This is an optimization exercise on Yosys and OpenROAD, whose aim is small area, a short achievable clock period and few clock cycles per item, not a production implementation. At most, simulation tests tie the RTL to the original design; equivalence was not proved.

==> inputs of quartz <==
==> flow/design.v <==
`default_nettype none
package datapathPkg;
    typedef logic [32-1:0]       word_t;    
    typedef logic [2*32-1:0]     dword_t;   
    typedef logic [$clog2(16)-1:0] regSel_t;
    typedef enum logic [4:0] {
        opAdd = 5'b00011,
        opSub = 5'b00100,
        opAnd = 5'b00101,
        opOr  = 5'b00110,
        opMul = 5'b01110,
        opShl = 5'b11000,
        opShr = 5'b11001
    } aluOp_t;
    typedef struct packed {
        logic rf;
        logic pc;
        logic ir;
        logic ry;
        logic mdr;
        logic rzLo;
        logic rzHi;
        logic mar;
        logic hi;
        logic lo;
    } busSource_t;
    typedef struct packed {
        logic rf;
        logic pc;
        logic ir;
        logic ry;
        logic rz;
        logic mar;
        logic mdr;
        logic hi;
        logic lo;
        logic incPc;
        logic read;    
    } regLoad_t;
endpackage
`default_nettype wire
`timescale 1ns/1ps
`default_nettype none
module registerFile (
    input  logic                 Clock,
    input  logic                 rstN,
    input  datapathPkg::regSel_t regSel,
    input  logic                 write,
    input  logic                 read,       
    input  datapathPkg::word_t   dataIn,
    output datapathPkg::word_t   dataOut     
);
    datapathPkg::word_t          regs [16];
    logic [16-1:0]    valid;
    logic [16-1:0]    hit;
    always_comb begin
        for (int i = 0; i < 16; i++) begin
            hit[i] = (regSel == datapathPkg::regSel_t'(i));
        end
    end
    always_ff @(posedge Clock or negedge rstN) begin
        if (!rstN) begin
            valid <= '0;
        end else if (write) begin
            valid <= valid | hit;
        end
    end
    always_ff @(posedge Clock) begin
        for (int i = 0; i < 16; i++) begin
            if (write && hit[i]) begin
                regs[i] <= dataIn;
            end
        end
    end
    always_comb begin
        dataOut = '0;
        for (int i = 0; i < 16; i++) begin
            dataOut = dataOut | ({32{read & hit[i] & valid[i]}} & regs[i]);
        end
    end
endmodule
`default_nettype wire
`timescale 1ns/1ps
`default_nettype none
module specialRegisters (
    input  logic                  Clock,
    input  logic                  rstN,
    input  datapathPkg::regLoad_t loadSel,
    input  datapathPkg::word_t    bus,
    input  datapathPkg::word_t    mdataIn,
    input  datapathPkg::dword_t   aluResult,
    output datapathPkg::word_t    pc,
    output datapathPkg::word_t    ir,
    output datapathPkg::word_t    mar,
    output datapathPkg::word_t    mdr,
    output datapathPkg::word_t    hi,
    output datapathPkg::word_t    lo,
    output datapathPkg::word_t    ry,
    output datapathPkg::word_t    rzLo,
    output datapathPkg::word_t    rzHi,
    output logic                  irValid,
    output logic                  marValid,
    output logic                  mdrValid,
    output logic                  hiValid,
    output logic                  loValid,
    output logic                  rzValid
);
    always_ff @(posedge Clock or negedge rstN) begin
        if (!rstN) begin
            pc <= '0;
            ry <= '0;
        end else begin
            if (loadSel.pc) begin
                pc <= bus;               
            end else if (loadSel.incPc) begin
                pc <= pc + datapathPkg::word_t'(1);
            end
            if (loadSel.ry) begin
                ry <= bus;               
            end
        end
    end
    always_ff @(posedge Clock or negedge rstN) begin
        if (!rstN) begin
            irValid  <= 1'b0;
            marValid <= 1'b0;
            mdrValid <= 1'b0;
            hiValid  <= 1'b0;
            loValid  <= 1'b0;
            rzValid  <= 1'b0;
        end else begin
            if (loadSel.ir)  irValid  <= 1'b1;
            if (loadSel.mar) marValid <= 1'b1;
            if (loadSel.mdr) mdrValid <= 1'b1;
            if (loadSel.hi)  hiValid  <= 1'b1;
            if (loadSel.lo)  loValid  <= 1'b1;
            if (loadSel.rz)  rzValid  <= 1'b1;
        end
    end
    always_ff @(posedge Clock) begin
        if (loadSel.ir) begin
            ir <= bus;
        end
        if (loadSel.mar) begin
            mar <= bus;
        end
        if (loadSel.mdr) begin
            mdr <= loadSel.read ? mdataIn : bus;
        end
        if (loadSel.hi) begin
            hi <= bus;
        end
        if (loadSel.lo) begin
            lo <= bus;
        end
        if (loadSel.rz) begin
            {rzHi, rzLo} <= aluResult;
        end
    end
endmodule
`default_nettype wire
`timescale 1ns/1ps
`default_nettype none
module busMux (
    input  datapathPkg::busSource_t outSel,
    input  datapathPkg::word_t      rf,       
    input  datapathPkg::word_t      pc,
    input  datapathPkg::word_t      ir,
    input  datapathPkg::word_t      ry,
    input  datapathPkg::word_t      mdr,
    input  datapathPkg::word_t      rzLo,
    input  datapathPkg::word_t      rzHi,
    input  datapathPkg::word_t      mar,
    input  datapathPkg::word_t      hi,
    input  datapathPkg::word_t      lo,
    input  logic                    irValid,
    input  logic                    marValid,
    input  logic                    mdrValid,
    input  logic                    hiValid,
    input  logic                    loValid,
    input  logic                    rzValid,
    output datapathPkg::word_t      bus
);
    localparam int W = 32;
    assign bus = rf
               | ({W{outSel.pc}}               & pc)
               | ({W{outSel.ir   & irValid}}   & ir)
               | ({W{outSel.ry}}               & ry)
               | ({W{outSel.mdr  & mdrValid}}  & mdr)
               | ({W{outSel.rzLo & rzValid}}   & rzLo)
               | ({W{outSel.rzHi & rzValid}}   & rzHi)
               | ({W{outSel.mar  & marValid}}  & mar)
               | ({W{outSel.hi   & hiValid}}   & hi)
               | ({W{outSel.lo   & loValid}}   & lo);
endmodule
`default_nettype wire
`timescale 1ns/1ps
`default_nettype none
module alu (
    input  logic                Clock,
    input  logic                rstN,
    input  datapathPkg::aluOp_t opSelect,
    input  logic                start,
    input  datapathPkg::word_t  a,
    input  datapathPkg::word_t  b,
    output datapathPkg::dword_t result,
    output logic                finished
);
    localparam int W  = 32;
    localparam int K  = 8;         
    localparam int L  = W / K;                 
    localparam int CW = (L > 2) ? $clog2(L) : 1;
    typedef struct packed {
        logic add;
        logic sub;
        logic andOp;
        logic orOp;
        logic mul;
        logic shl;
        logic shr;
    } kind_t;
    kind_t               kind;
    kind_t               kindNext;
    logic [CW-1:0]       stepsLeft;             
    datapathPkg::word_t  aReg;                  
    datapathPkg::word_t  bReg;                  
    datapathPkg::word_t  acc;                   
    logic [W+K-1:0]      stepSum;
    datapathPkg::word_t  addSub;
    datapathPkg::word_t  lowResult;
    always_comb begin
        kindNext       = '0;
        kindNext.add   = (opSelect == datapathPkg::opAdd);
        kindNext.sub   = (opSelect == datapathPkg::opSub);
        kindNext.andOp = (opSelect == datapathPkg::opAnd);
        kindNext.orOp  = (opSelect == datapathPkg::opOr);
        kindNext.mul   = (opSelect == datapathPkg::opMul);
        kindNext.shl   = (opSelect == datapathPkg::opShl);
        kindNext.shr   = (opSelect == datapathPkg::opShr);
    end
    assign stepSum = {{K{1'b0}}, acc} + (W+K)'(aReg * bReg[K-1:0]);
    always_ff @(posedge Clock or negedge rstN) begin
        if (!rstN) begin
            kind      <= '0;
            stepsLeft <= '0;
            finished  <= 1'b0;
        end else begin
            finished <= 1'b0;
            if (start) begin
                kind <= kindNext;
                if (kindNext.mul && L > 1) begin
                    stepsLeft <= CW'(L - 1);
                end else begin
                    finished <= 1'b1;
                end
            end else if (stepsLeft != '0) begin
                stepsLeft <= stepsLeft - 1'b1;
                if (stepsLeft == CW'(1)) begin
                    finished <= 1'b1;
                end
            end
        end
    end
    always_ff @(posedge Clock) begin
        if (start) begin
            aReg <= a;
            bReg <= b;
            acc  <= '0;
        end else if (stepsLeft != '0) begin
            acc  <= stepSum[W+K-1:K];
            bReg <= {stepSum[K-1:0], bReg[W-1:K]};
        end
    end
    assign addSub = aReg + (bReg ^ {W{kind.sub}}) + W'(kind.sub);
    assign lowResult = ({W{kind.add | kind.sub}} & addSub)
                     | ({W{kind.andOp}}          & (aReg & bReg))
                     | ({W{kind.orOp}}           & (aReg | bReg))
                     | ({W{kind.shl}}            & (aReg << bReg[4:0]))
                     | ({W{kind.shr}}            & (aReg >> bReg[4:0]));
    always_comb begin
        if (kind.mul) begin
            result = {stepSum, bReg[W-1:K]};
        end else begin
            result = {{W{1'b0}}, lowResult};
        end
    end
endmodule
`default_nettype wire
`timescale 1ns/1ps
`default_nettype none
module dataPath (
    input  logic        Clock,
    input  logic        rstN,
    input  logic [9:0]  outSel,      
    input  logic [10:0] loadSel,     
    input  logic [3:0]  regSel,
    input  logic [4:0]  opSelect,
    input  logic        start,
    input  logic [31:0] mdataIn,
    output logic [31:0] busOut,
    output logic        finished
);
    datapathPkg::busSource_t outSelS;
    datapathPkg::regLoad_t   loadSelS;
    datapathPkg::aluOp_t     opSelectS;
    assign outSelS   = datapathPkg::busSource_t'(outSel);
    assign loadSelS  = datapathPkg::regLoad_t'(loadSel);
    assign opSelectS = datapathPkg::aluOp_t'(opSelect);
    datapathPkg::word_t  rfOut;
    datapathPkg::word_t  pc;
    datapathPkg::word_t  ir;
    datapathPkg::word_t  mar;
    datapathPkg::word_t  mdr;
    datapathPkg::word_t  hi;
    datapathPkg::word_t  lo;
    datapathPkg::word_t  ry;
    datapathPkg::word_t  rzLo;
    datapathPkg::word_t  rzHi;
    datapathPkg::dword_t aluResult;
    logic irValid, marValid, mdrValid, hiValid, loValid, rzValid;
    registerFile u_registerFile (
        .Clock   (Clock),
        .rstN    (rstN),
        .regSel  (regSel),
        .write   (loadSelS.rf),
        .read    (outSelS.rf),
        .dataIn  (busOut),
        .dataOut (rfOut)
    );
    specialRegisters u_specialRegisters (
        .Clock     (Clock),
        .rstN      (rstN),
        .loadSel   (loadSelS),
        .bus       (busOut),
        .mdataIn   (mdataIn),
        .aluResult (aluResult),
        .pc        (pc),
        .ir        (ir),
        .mar       (mar),
        .mdr       (mdr),
        .hi        (hi),
        .lo        (lo),
        .ry        (ry),
        .rzLo      (rzLo),
        .rzHi      (rzHi),
        .irValid   (irValid),
        .marValid  (marValid),
        .mdrValid  (mdrValid),
        .hiValid   (hiValid),
        .loValid   (loValid),
        .rzValid   (rzValid)
    );
    busMux u_busMux (
        .outSel (outSelS),
        .rf     (rfOut),
        .pc     (pc),
        .ir     (ir),
        .ry     (ry),
        .mdr    (mdr),
        .rzLo   (rzLo),
        .rzHi   (rzHi),
        .mar    (mar),
        .hi     (hi),
        .lo     (lo),
        .irValid  (irValid),
        .marValid (marValid),
        .mdrValid (mdrValid),
        .hiValid  (hiValid),
        .loValid  (loValid),
        .rzValid  (rzValid),
        .bus    (busOut)
    );
    alu u_alu (
        .Clock    (Clock),
        .rstN     (rstN),
        .opSelect (opSelectS),
        .start    (start),
        .a        (ry),
        .b        (busOut),
        .result   (aluResult),
        .finished (finished)
    );
endmodule
`default_nettype wire
==> flow/run.sh <==
#!/bin/bash
# synth_recipe.tcl (not shown) runs the flow's synth.tcl, then flattens the netlist and writes it again
# the make line also repeats each setting of config.mk as NAME=value (left out here)
make -C /OpenROAD-flow-scripts/flow DESIGN_CONFIG=/design/flow/config.mk WORK_HOME=/design/flow/orfs CLKGATE_MAP_FILE= SYNTH_SCRIPT=/design/flow/synth_recipe.tcl finish
==> flow/config.mk <==
export PLATFORM = sky130hd
export DESIGN_NAME = dataPath
export DESIGN_NICKNAME = dataPath
export VERILOG_FILES = /design/flow/design.v
export SDC_FILE = /design/flow/constraint.sdc
export NUM_CORES = 4
export LEC_CHECK = 0
export CAP_MARGIN = 20
export CORE_MARGIN = 2
export CORE_UTILIZATION = 40
export SLEW_MARGIN = 20
==> flow/constraint.sdc <==
create_clock -name core_clock -period 7.0 [get_ports {Clock}]
set_input_delay 1.4000 -clock core_clock [delete_from_list [all_inputs] [get_ports {Clock}]]
set_output_delay 1.4000 -clock core_clock [all_outputs]
set_load 0.01 [all_outputs]
==> inputs of cedar, as changes to quartz <==
==> flow/design.v, changed modules only <==
module alu (
    input  logic                Clock,
    input  logic                rstN,
    input  datapathPkg::aluOp_t opSelect,
    input  logic                start,
    input  datapathPkg::word_t  a,
    input  datapathPkg::word_t  b,
    output datapathPkg::dword_t result,
    output logic                finished
);
    localparam int W  = 32;
    localparam int K  = 8;         
    localparam int L  = W / K;                 
    localparam int CW = (L > 2) ? $clog2(L) : 1;
    typedef struct packed {
        logic engLo;     
        logic engHi;     
        logic andOp;
        logic orOp;
        logic mul;
    } kind_t;
    logic                isAdd, isSub, isAnd, isOr, isMul, isShl, isShr;
    kind_t               kind;
    logic                subReg;                
    logic [CW-1:0]       stepsLeft;             
    datapathPkg::word_t  aReg;                  
    datapathPkg::word_t  bReg;                  
    datapathPkg::word_t  acc;                   
    logic [W+K-1:0]      engSum;
    logic [4:0]          shAmt;
    logic                shrBits;               
    logic [K-1:0]        chunkNext;
    datapathPkg::word_t  aShl;
    datapathPkg::word_t  aShr;
    datapathPkg::word_t  aNext;
    datapathPkg::word_t  lowResult;
    assign isAdd = (opSelect == datapathPkg::opAdd);
    assign isSub = (opSelect == datapathPkg::opSub);
    assign isAnd = (opSelect == datapathPkg::opAnd);
    assign isOr  = (opSelect == datapathPkg::opOr);
    assign isMul = (opSelect == datapathPkg::opMul);
    assign isShl = (opSelect == datapathPkg::opShl);
    assign isShr = (opSelect == datapathPkg::opShr);
    assign shAmt   = b[4:0];
    assign shrBits = (shAmt[2:0] != 3'd0);
    assign aShl    = a << {shAmt[4:3], 3'b000};
    assign aShr    = a >> {shAmt[4:3], 3'b000};
    always_comb begin
        aNext = a;
        if (isShl) begin
            aNext = aShl;
        end else if (isShr) begin
            aNext = aShr;
        end
    end
    always_comb begin
        chunkNext = b[K-1:0];
        if (isShl) begin
            chunkNext = K'(1) << shAmt[2:0];
        end else if (isShr) begin
            chunkNext = shrBits ? K'(1) << (4'd8 - {1'b0, shAmt[2:0]}) : K'(1);
        end else if (isAdd || isSub) begin
            chunkNext = K'(1);
        end
    end
    assign engSum = {{K{1'b0}}, acc} + (W+K)'(aReg * bReg[K-1:0]) + (W+K)'(subReg);
    always_ff @(posedge Clock or negedge rstN) begin
        if (!rstN) begin
            kind      <= '0;
            stepsLeft <= '0;
            finished  <= 1'b0;
        end else begin
            finished <= 1'b0;
            if (start) begin
                kind.engLo <= isAdd | isSub | isShl | (isShr & ~shrBits);
                kind.engHi <= isShr & shrBits;
                kind.andOp <= isAnd;
                kind.orOp  <= isOr;
                kind.mul   <= isMul;
                if (isMul && L > 1) begin
                    stepsLeft <= CW'(L - 1);
                end else begin
                    finished <= 1'b1;
                end
            end else if (stepsLeft != '0) begin
                stepsLeft <= stepsLeft - 1'b1;
                if (stepsLeft == CW'(1)) begin
                    finished <= 1'b1;
                end
            end
        end
    end
    always_ff @(posedge Clock) begin
        if (start) begin
            aReg   <= aNext;
            bReg   <= {b[W-1:K], chunkNext};
            acc    <= (b ^ {W{isSub}}) & {W{isAdd | isSub}};
            subReg <= isSub;
        end else if (stepsLeft != '0) begin
            acc  <= engSum[W+K-1:K];
            bReg <= {engSum[K-1:0], bReg[W-1:K]};
        end
    end
    assign lowResult = ({W{kind.engLo}} & engSum[W-1:0])
                     | ({W{kind.engHi}} & engSum[W+K-1:K])
                     | ({W{kind.andOp}} & (aReg & bReg))
                     | ({W{kind.orOp}}  & (aReg | bReg));
    always_comb begin
        if (kind.mul) begin
            result = {engSum, bReg[W-1:K]};
        end else begin
            result = {{W{1'b0}}, lowResult};
        end
    end
endmodule
- SETUP_SLACK_MARGIN: not set -> 1.5
==> inputs of violet, as changes to quartz <==
==> flow/design.v, changed modules only <==
module alu (
    input  logic                Clock,
    input  logic                rstN,
    input  datapathPkg::aluOp_t opSelect,
    input  logic                start,
    input  datapathPkg::word_t  a,
    input  datapathPkg::word_t  b,
    output datapathPkg::dword_t result,
    output logic                finished
);
    localparam int W  = 32;
    localparam int K  = 8;         
    localparam int L  = W / K;                 
    localparam int CW = (L > 2) ? $clog2(L) : 1;
    typedef struct packed {
        logic engLo;     
        logic engHi;     
        logic andOp;
        logic orOp;
        logic mul;
    } kind_t;
    logic                isAdd, isSub, isAnd, isOr, isMul, isShl, isShr;
    kind_t               kind;
    logic                subReg;                
    logic [CW-1:0]       stepsLeft;             
    datapathPkg::word_t  aReg;                  
    datapathPkg::word_t  bReg;                  
    datapathPkg::word_t  acc;                   
    logic [W+K-1:0]      engSum;
    logic [4:0]          shAmt;
    logic                shrBits;               
    logic [K-1:0]        chunkNext;
    datapathPkg::word_t  aShl;
    datapathPkg::word_t  aShr;
    datapathPkg::word_t  aNext;
    datapathPkg::word_t  lowResult;
    assign isAdd = (opSelect == datapathPkg::opAdd);
    assign isSub = (opSelect == datapathPkg::opSub);
    assign isAnd = (opSelect == datapathPkg::opAnd);
    assign isOr  = (opSelect == datapathPkg::opOr);
    assign isMul = (opSelect == datapathPkg::opMul);
    assign isShl = (opSelect == datapathPkg::opShl);
    assign isShr = (opSelect == datapathPkg::opShr);
    assign shAmt   = b[4:0];
    assign shrBits = (shAmt[2:0] != 3'd0);
    assign aShl    = a << {shAmt[4:3], 3'b000};
    assign aShr    = a >> {shAmt[4:3], 3'b000};
    always_comb begin
        aNext = a;
        if (isShl) begin
            aNext = aShl;
        end else if (isShr) begin
            aNext = aShr;
        end
    end
    always_comb begin
        chunkNext = b[K-1:0];
        if (isShl) begin
            chunkNext = K'(1) << shAmt[2:0];
        end else if (isShr) begin
            chunkNext = shrBits ? K'(1) << (4'd8 - {1'b0, shAmt[2:0]}) : K'(1);
        end else if (isAdd || isSub) begin
            chunkNext = K'(1);
        end
    end
    assign engSum = {{K{1'b0}}, acc} + (W+K)'(aReg * bReg[K-1:0]) + (W+K)'(subReg);
    always_ff @(posedge Clock or negedge rstN) begin
        if (!rstN) begin
            kind      <= '0;
            stepsLeft <= '0;
            finished  <= 1'b0;
        end else begin
            finished <= 1'b0;
            if (start) begin
                kind.engLo <= isAdd | isSub | isShl | (isShr & ~shrBits);
                kind.engHi <= isShr & shrBits;
                kind.andOp <= isAnd;
                kind.orOp  <= isOr;
                kind.mul   <= isMul;
                if (isMul && L > 1) begin
                    stepsLeft <= CW'(L - 1);
                end else begin
                    finished <= 1'b1;
                end
            end else if (stepsLeft != '0) begin
                stepsLeft <= stepsLeft - 1'b1;
                if (stepsLeft == CW'(1)) begin
                    finished <= 1'b1;
                end
            end
        end
    end
    always_ff @(posedge Clock) begin
        if (start) begin
            aReg   <= aNext;
            bReg   <= {b[W-1:K], chunkNext};
            acc    <= (b ^ {W{isSub}}) & {W{isAdd | isSub}};
            subReg <= isSub;
        end else if (stepsLeft != '0) begin
            acc  <= engSum[W+K-1:K];
            bReg <= {engSum[K-1:0], bReg[W-1:K]};
        end
    end
    assign lowResult = ({W{kind.engLo}} & engSum[W-1:0])
                     | ({W{kind.engHi}} & engSum[W+K-1:K])
                     | ({W{kind.andOp}} & (aReg & bReg))
                     | ({W{kind.orOp}}  & (aReg | bReg));
    always_comb begin
        if (kind.mul) begin
            result = {engSum, bReg[W-1:K]};
        end else begin
            result = {{W{1'b0}}, lowResult};
        end
    end
endmodule
- ABC_CLOCK_PERIOD_IN_PS: not set -> 4500
- SETUP_SLACK_MARGIN: not set -> 2.0
==> impl_metrics.csv <==
group,metric,value,unit
status,outcome,"finished clean",
clock_tree,clock_sinks,927,
synth,syn_inst,3571,
worst_setup_path,cp-start-kind,"flip-flop",
final_layout,nonClkBufAreaFrac,6.67,%
placed_design,placed_area,0.0496,mm^2
Source of the figures above: violet

==> impl_metrics.csv <==
group,metric,value,unit
status,outcome,"finished clean",
worst_setup_path,cp-start-kind,"flip-flop",
clock_tree,clock_sinks,927,
final_layout,nonClkBufAreaFrac,6.08,%
placed_design,placed_area,0.0493,mm^2
synth,syn_inst,3571,
worst_setup_path,crit_family,"adder cells",
Source of the figures above: cedar

==> impl_metrics.csv <==
group,metric,value,unit
status,outcome,"finished clean",
clock_tree,clock_sinks,928,
placed_design,placed_area,0.0527,mm^2
synth,syn_area,0.0493,mm^2
final_layout,nonClkBufAreaFrac,4.14,%
worst_setup_path,cp-start-kind,"input pin",
synth,syn_inst,3968,
Source of the figures above: quartz

Testbench counts of cedar, summed over its fixed seeds: cycles 30,800, ops 6,400.
Testbench counts of violet, summed over its fixed seeds: cycles 30,800, ops 6,400.
Function not checked in quartz: the RTL went through the layout flow alone.

## port drivers added, routing unchanged
The results above use ideal ports. As a check the final layouts listed here were re-extracted and re-timed, cells and wires unchanged.
Step 1: set_driving_cell puts a clkbuf_16 on Clock and a buf_2 on each other input, an assumption about the parent block.
Step 2 times the ports against the registers' clock, not the clock port: input delays grow and output delays shrink by t, the midpoint of the rising clock arrivals with the driver on.
Three values: no drivers, after step 1, after step 2; two values: the first two.
run	t, ns	setup slack, ns	hold slack, ns	worst setup path at the end
quartz	0.757	0.454 / 0.430 / 0.430	0.458 / 0.458 / 0.458	input to output
cedar	0.714	1.298 / 1.298 / 1.186	0.457 / 0.457 / 0.457	input to register
violet	0.725	1.228 / 1.228 / 1.228	0.466 / 0.466 / 0.466	register to register
After both steps every run listed still meets setup and hold. The setup slack of cedar, which loses most, moves by 0.000 ns with the drivers and by -0.112 ns with both steps.
